What follows belongs to an exercise in optimizing a design on an open flow for small area, a short achievable clock period and few clock cycles per item; a production flow would make more cautious choices.
Function was checked by simulation only, so behaviour that the tests miss may differ from the original.
The flow treats the clock pin as an ideal source. Dropping or thinning the clock tree relies on that and would not hold on a real chip.

build 4:
## poly_basemul_ctrl
module poly_basemul_ctrl
#(
  parameter int unsigned N_PAIRS = KYBER_N_PAIRS,
  parameter int unsigned ADDR_W  = PAIR_ADDR_W
) (
  input  logic              clk,
  input  logic              rst,
  input  logic              start,
  input  logic              acc_en,
  output logic              busy,
  output logic              done,
  output logic [ADDR_W-1:0] rd_addr,
  output logic              rd_en,
  input  logic [23:0]       a_rdata,
  input  logic [23:0]       b_rdata,
  input  logic [11:0]       g_rdata,
  input  logic [23:0]       c_rdata,
  output logic              wr_en,
  output logic [ADDR_W-1:0] wr_addr,
  output logic [23:0]       wr_data
);
Size in the first run: roughly 2700 cells after synthesis, ~240 flip-flops, ~130 I/O pins, about 30000 sq um of cells after synthesis.
==> flow/config.mk <==
export PLATFORM = sky130hd
export DESIGN_NAME = poly_basemul_ctrl
export DESIGN_NICKNAME = poly_basemul_ctrl
export VERILOG_FILES = /design/flow/design.v
export SDC_FILE = /design/flow/constraint.sdc
export NUM_CORES = 4
export LEC_CHECK = 0
export CAP_MARGIN = 20
export CORE_MARGIN = 2
export CORE_UTILIZATION = 55
export SLEW_MARGIN = 20
==> flow/constraint.sdc <==
create_clock -name core_clock -period 52.0 [get_ports {clk}]
set_input_delay 10.4000 -clock core_clock [delete_from_list [all_inputs] [get_ports {clk}]]
set_output_delay 10.4000 -clock core_clock [all_outputs]
set_load 0.01 [all_outputs]
standard.sh (not shown) runs the stock make flow with config.mk's settings and CLKGATE_MAP_FILE= SYNTH_SCRIPT=/design/flow/synth_recipe.tcl, a recipe that flattens the netlist after the stock synthesis.
==> flow/flow/run.sh <==
#!/bin/bash
# Own layout flow: the standard layout with three changes.
# 1. Yosys's synth command runs without its internal "abc -fast" pass, so that the
#    explicit full-adder trees of the RTL reach extract_fa unchanged (fewer inverters
#    around the adder cells). Registers, their names and cell types are unchanged.
# 2. The port buffers that global placement inserts are buf_1 cells instead of the
#    default delay buffers; after the placement resizer, flow/upsize_outputs.tcl gives
#    the output ports buf_2 buffers and their flip-flops drive strength 4.
# 3. The clock tree is flow/manual_cts.tcl's balanced two-level tree (sourced before
#    CTS, in place of TritonCTS), which is shallower than TritonCTS's three levels.
set -euo pipefail
W=$(pwd)
sed 's/yosys synth -nofsm -noshare /yosys synth -nofsm -noshare -noabc /' synth_recipe.tcl > own_synth.tcl
grep -q -- '-noabc' own_synth.tcl
sed "s|SYNTH_SCRIPT=[^ ]*synth_recipe.tcl|SYNTH_SCRIPT=$W/own_synth.tcl|" standard.sh > own_standard.sh
grep -q 'own_synth.tcl' own_standard.sh
bash own_standard.sh "BUFFER_PORTS_ARGS=-buffer_cell sky130_fd_sc_hd__buf_1" "POST_RESIZE_TCL=$W/flow/upsize_outputs.tcl" "PRE_CTS_TCL=$W/flow/manual_cts.tcl" finish > own_flow.log 2>&1
==> flow/flow/upsize_outputs.tcl <==
# Hook run after the placement resizer (POST_RESIZE_TCL): each output port's buffer
# becomes buf_2, and the flip-flop with asynchronous reset that drives that buffer gets a stronger drive
# (same function, drive strength 4), so the output paths settle sooner.
set block [ord::get_db_block]
set n 0
foreach bterm [$block getBTerms] {
  if {[$bterm getIoType] != "OUTPUT"} { continue }
  set net [$bterm getNet]
  if {$net == "NULL"} { continue }
  foreach it [$net getITerms] {
    if {![$it isOutputSignal]} { continue }
    set buf [$it getInst]
    set bm [[$buf getMaster] getName]
    if {[regexp {^sky130_fd_sc_hd__buf_1$} $bm]} {
      replace_cell [$buf getName] sky130_fd_sc_hd__buf_2
      incr n
    }
    set a [$buf findITerm A]
    if {$a == "NULL"} { continue }
    set inet [$a getNet]
    if {$inet == "NULL"} { continue }
    foreach it2 [$inet getITerms] {
      if {![$it2 isOutputSignal]} { continue }
      set ff [$it2 getInst]
      set fm [[$ff getMaster] getName]
      if {[regexp {^(sky130_fd_sc_hd__(dfrtp|dfstp))_[12]$} $fm -> base]} {
        replace_cell [$ff getName] ${base}_4
        incr n
      }
    }
  }
}
puts "upsize_outputs: replaced $n cells"
Other scripts of this flow, unchanged in this note and not shown: flow/flow/manual_cts.tcl
Build 4 went all the way through the flow, and no timing, DRC or antenna check failed.
Testbench counts of build 4, summed over its fixed seeds: cycles 6,480, jobs 48.
### build 4 -> build 89
# build 4
export LEC_CHECK = 0
export CAP_MARGIN = 20
export CORE_MARGIN = 2
export CORE_UTILIZATION = 55
export SLEW_MARGIN = 20
create_clock -name core_clock -period 52.0 [get_ports {clk}]
# build 89
export LEC_CHECK = 0
export CAP_MARGIN = 20
export CORE_MARGIN = 2
export CORE_UTILIZATION = 40
export SLEW_MARGIN = 20
create_clock -name core_clock -period 52.0 [get_ports {clk}]
Results
Status: final cycle utilization of the critical path parity (build 4, build 89)
[compare] base=build 4 new=build 89: wire length of the first global-routing pass ~0 delta, detailed placer's ending HPWL picked up an extra 4.0%, total detailed-routing wirelength increased by 0.71% relative to the old numbers, cell area after layout now larger.
Build 89 and build 4 ended up with nearly the same sequential cell area share.
Critical path depth: build 4 vs build 89 identical
The lower via count came out of build 4.
> inputs changed (build 89 -> build 83)
-- flow/flow/run.sh --
<<< build 89, line 6
# 2. The port buffers that global placement inserts are buf_1 cells instead of the
#    default delay buffers; after the placement resizer, flow/upsize_outputs.tcl gives
#    the output ports buf_2 buffers and their flip-flops drive strength 4.
# 3. The clock tree is flow/manual_cts.tcl's balanced two-level tree (sourced before
>>> build 83, line 6
# 2. The port buffers that global placement inserts are buf_1 cells instead of the
#    default delay buffers; after the placement resizer, flow/upsize_outputs.tcl makes
#    the output ports' buffers buf_2.
# 3. The clock tree is flow/manual_cts.tcl's balanced two-level tree (sourced before
==> flow/flow/upsize_outputs.tcl <==
# Hook run after the placement resizer (POST_RESIZE_TCL): each output port's buffer
# becomes buf_2 (the flip-flops that drive them keep their drive strength: at this
# light load a stronger flip-flop is slower).
set block [ord::get_db_block]
set n 0
foreach bterm [$block getBTerms] {
  if {[$bterm getIoType] != "OUTPUT"} { continue }
  set net [$bterm getNet]
  if {$net == "NULL"} { continue }
  foreach it [$net getITerms] {
    if {![$it isOutputSignal]} { continue }
    set buf [$it getInst]
    if {[[$buf getMaster] getName] == "sky130_fd_sc_hd__buf_1"} {
      replace_cell [$buf getName] sky130_fd_sc_hd__buf_2
      incr n
    }
  }
}
puts "upsize_outputs: replaced $n cells"
- Build 83 has more setup slack than build 89.
- Relative to build 89, the sequential standard cell area of build 83 is lower by about 0.3%.
- Looking at final critical delay including setup and external delays, build 83 sits below build 89.
--- input diff build 83..build 78 ---
-- flow/flow/run.sh --
<<< build 83, line 7
#    default delay buffers; after the placement resizer, flow/upsize_outputs.tcl makes
#    the output ports' buffers buf_2.
# 3. The clock tree is flow/manual_cts.tcl's balanced two-level tree (sourced before
>>> build 78, line 7
#    default delay buffers; after the placement resizer, flow/upsize_outputs.tcl makes
#    the output ports' buffers buf_2 (and the address counter flip-flops drive 2).
# 3. The clock tree is flow/manual_cts.tcl's balanced two-level tree (sourced before
==> flow/flow/upsize_outputs.tcl <==
# Hook run after the placement resizer (POST_RESIZE_TCL): each output port's buffer
# becomes buf_2, and a flip-flop without reset that drives such a buffer and also
# other logic (the address counters) gets drive strength 2. Flip-flops with reset keep
# their drive strength: at these light loads a stronger one is slower.
set block [ord::get_db_block]
set n 0
foreach bterm [$block getBTerms] {
  if {[$bterm getIoType] != "OUTPUT"} { continue }
  set net [$bterm getNet]
  if {$net == "NULL"} { continue }
  foreach it [$net getITerms] {
    if {![$it isOutputSignal]} { continue }
    set buf [$it getInst]
    if {[[$buf getMaster] getName] != "sky130_fd_sc_hd__buf_1"} { continue }
    replace_cell [$buf getName] sky130_fd_sc_hd__buf_2
    incr n
    set inet [[$buf findITerm A] getNet]
    if {$inet == "NULL"} { continue }
    set loads [expr {[llength [$inet getITerms]] - 1}]
    foreach it2 [$inet getITerms] {
      if {![$it2 isOutputSignal]} { continue }
      set ff [$it2 getInst]
      if {$loads > 1 && [[$ff getMaster] getName] == "sky130_fd_sc_hd__dfxtp_1"} {
        replace_cell [$ff getName] sky130_fd_sc_hd__dfxtp_2
        incr n
      }
    }
  }
}
puts "upsize_outputs: replaced $n cells"
Notes after the runs:
Comparing build 83 and build 78, transition time of the tightest slew-check pin is higher on build 83.
From build 78 to build 83, worst hold path stage count did not move at all.
On via count of the routed design, build 83 and build 78 are basically level.
Diff build 83..build 78 | reported max-cap violation count | negligible
In build 78, the maximum fanout count along the critical path came out 3 below the value in build 83.
Build 83 -> build 78: area overhead of the layout relative to synthesis flat
In every run of this note, the design's own scripts or RTL, not TritonCTS, make the clock network.

[port drivers added, routing unchanged]
In the flow no input, the clock included, has a driving cell. The finished layouts below were timed again as built, in two steps.
Step 1 assumes that a clkbuf_16 drives the clock port and a buf_2 every other input.
Step 2 also shifts input and output timing later by t, the mid clock arrival at the registers, as if the neighbouring blocks saw the same clock.
Slacks: no drivers / after step 1 / after step 2; pairs: no drivers / after step 1.
run	t (ns)	setup WS [ns]	hold WS [ns]
build 4	0.436	40.668 / 40.547 / 40.984	0.305 / 0.305 / 0.305
build 89	0.462	40.665 / 40.521 / 40.982	0.319 / 0.319 / 0.319
build 83	0.462	40.684 / 40.537 / 40.998	0.326 / 0.326 / 0.326
build 78	0.468	40.739 / 40.591 / 41.059	0.321 / 0.321 / 0.321
After both steps every run listed still meets setup and hold.
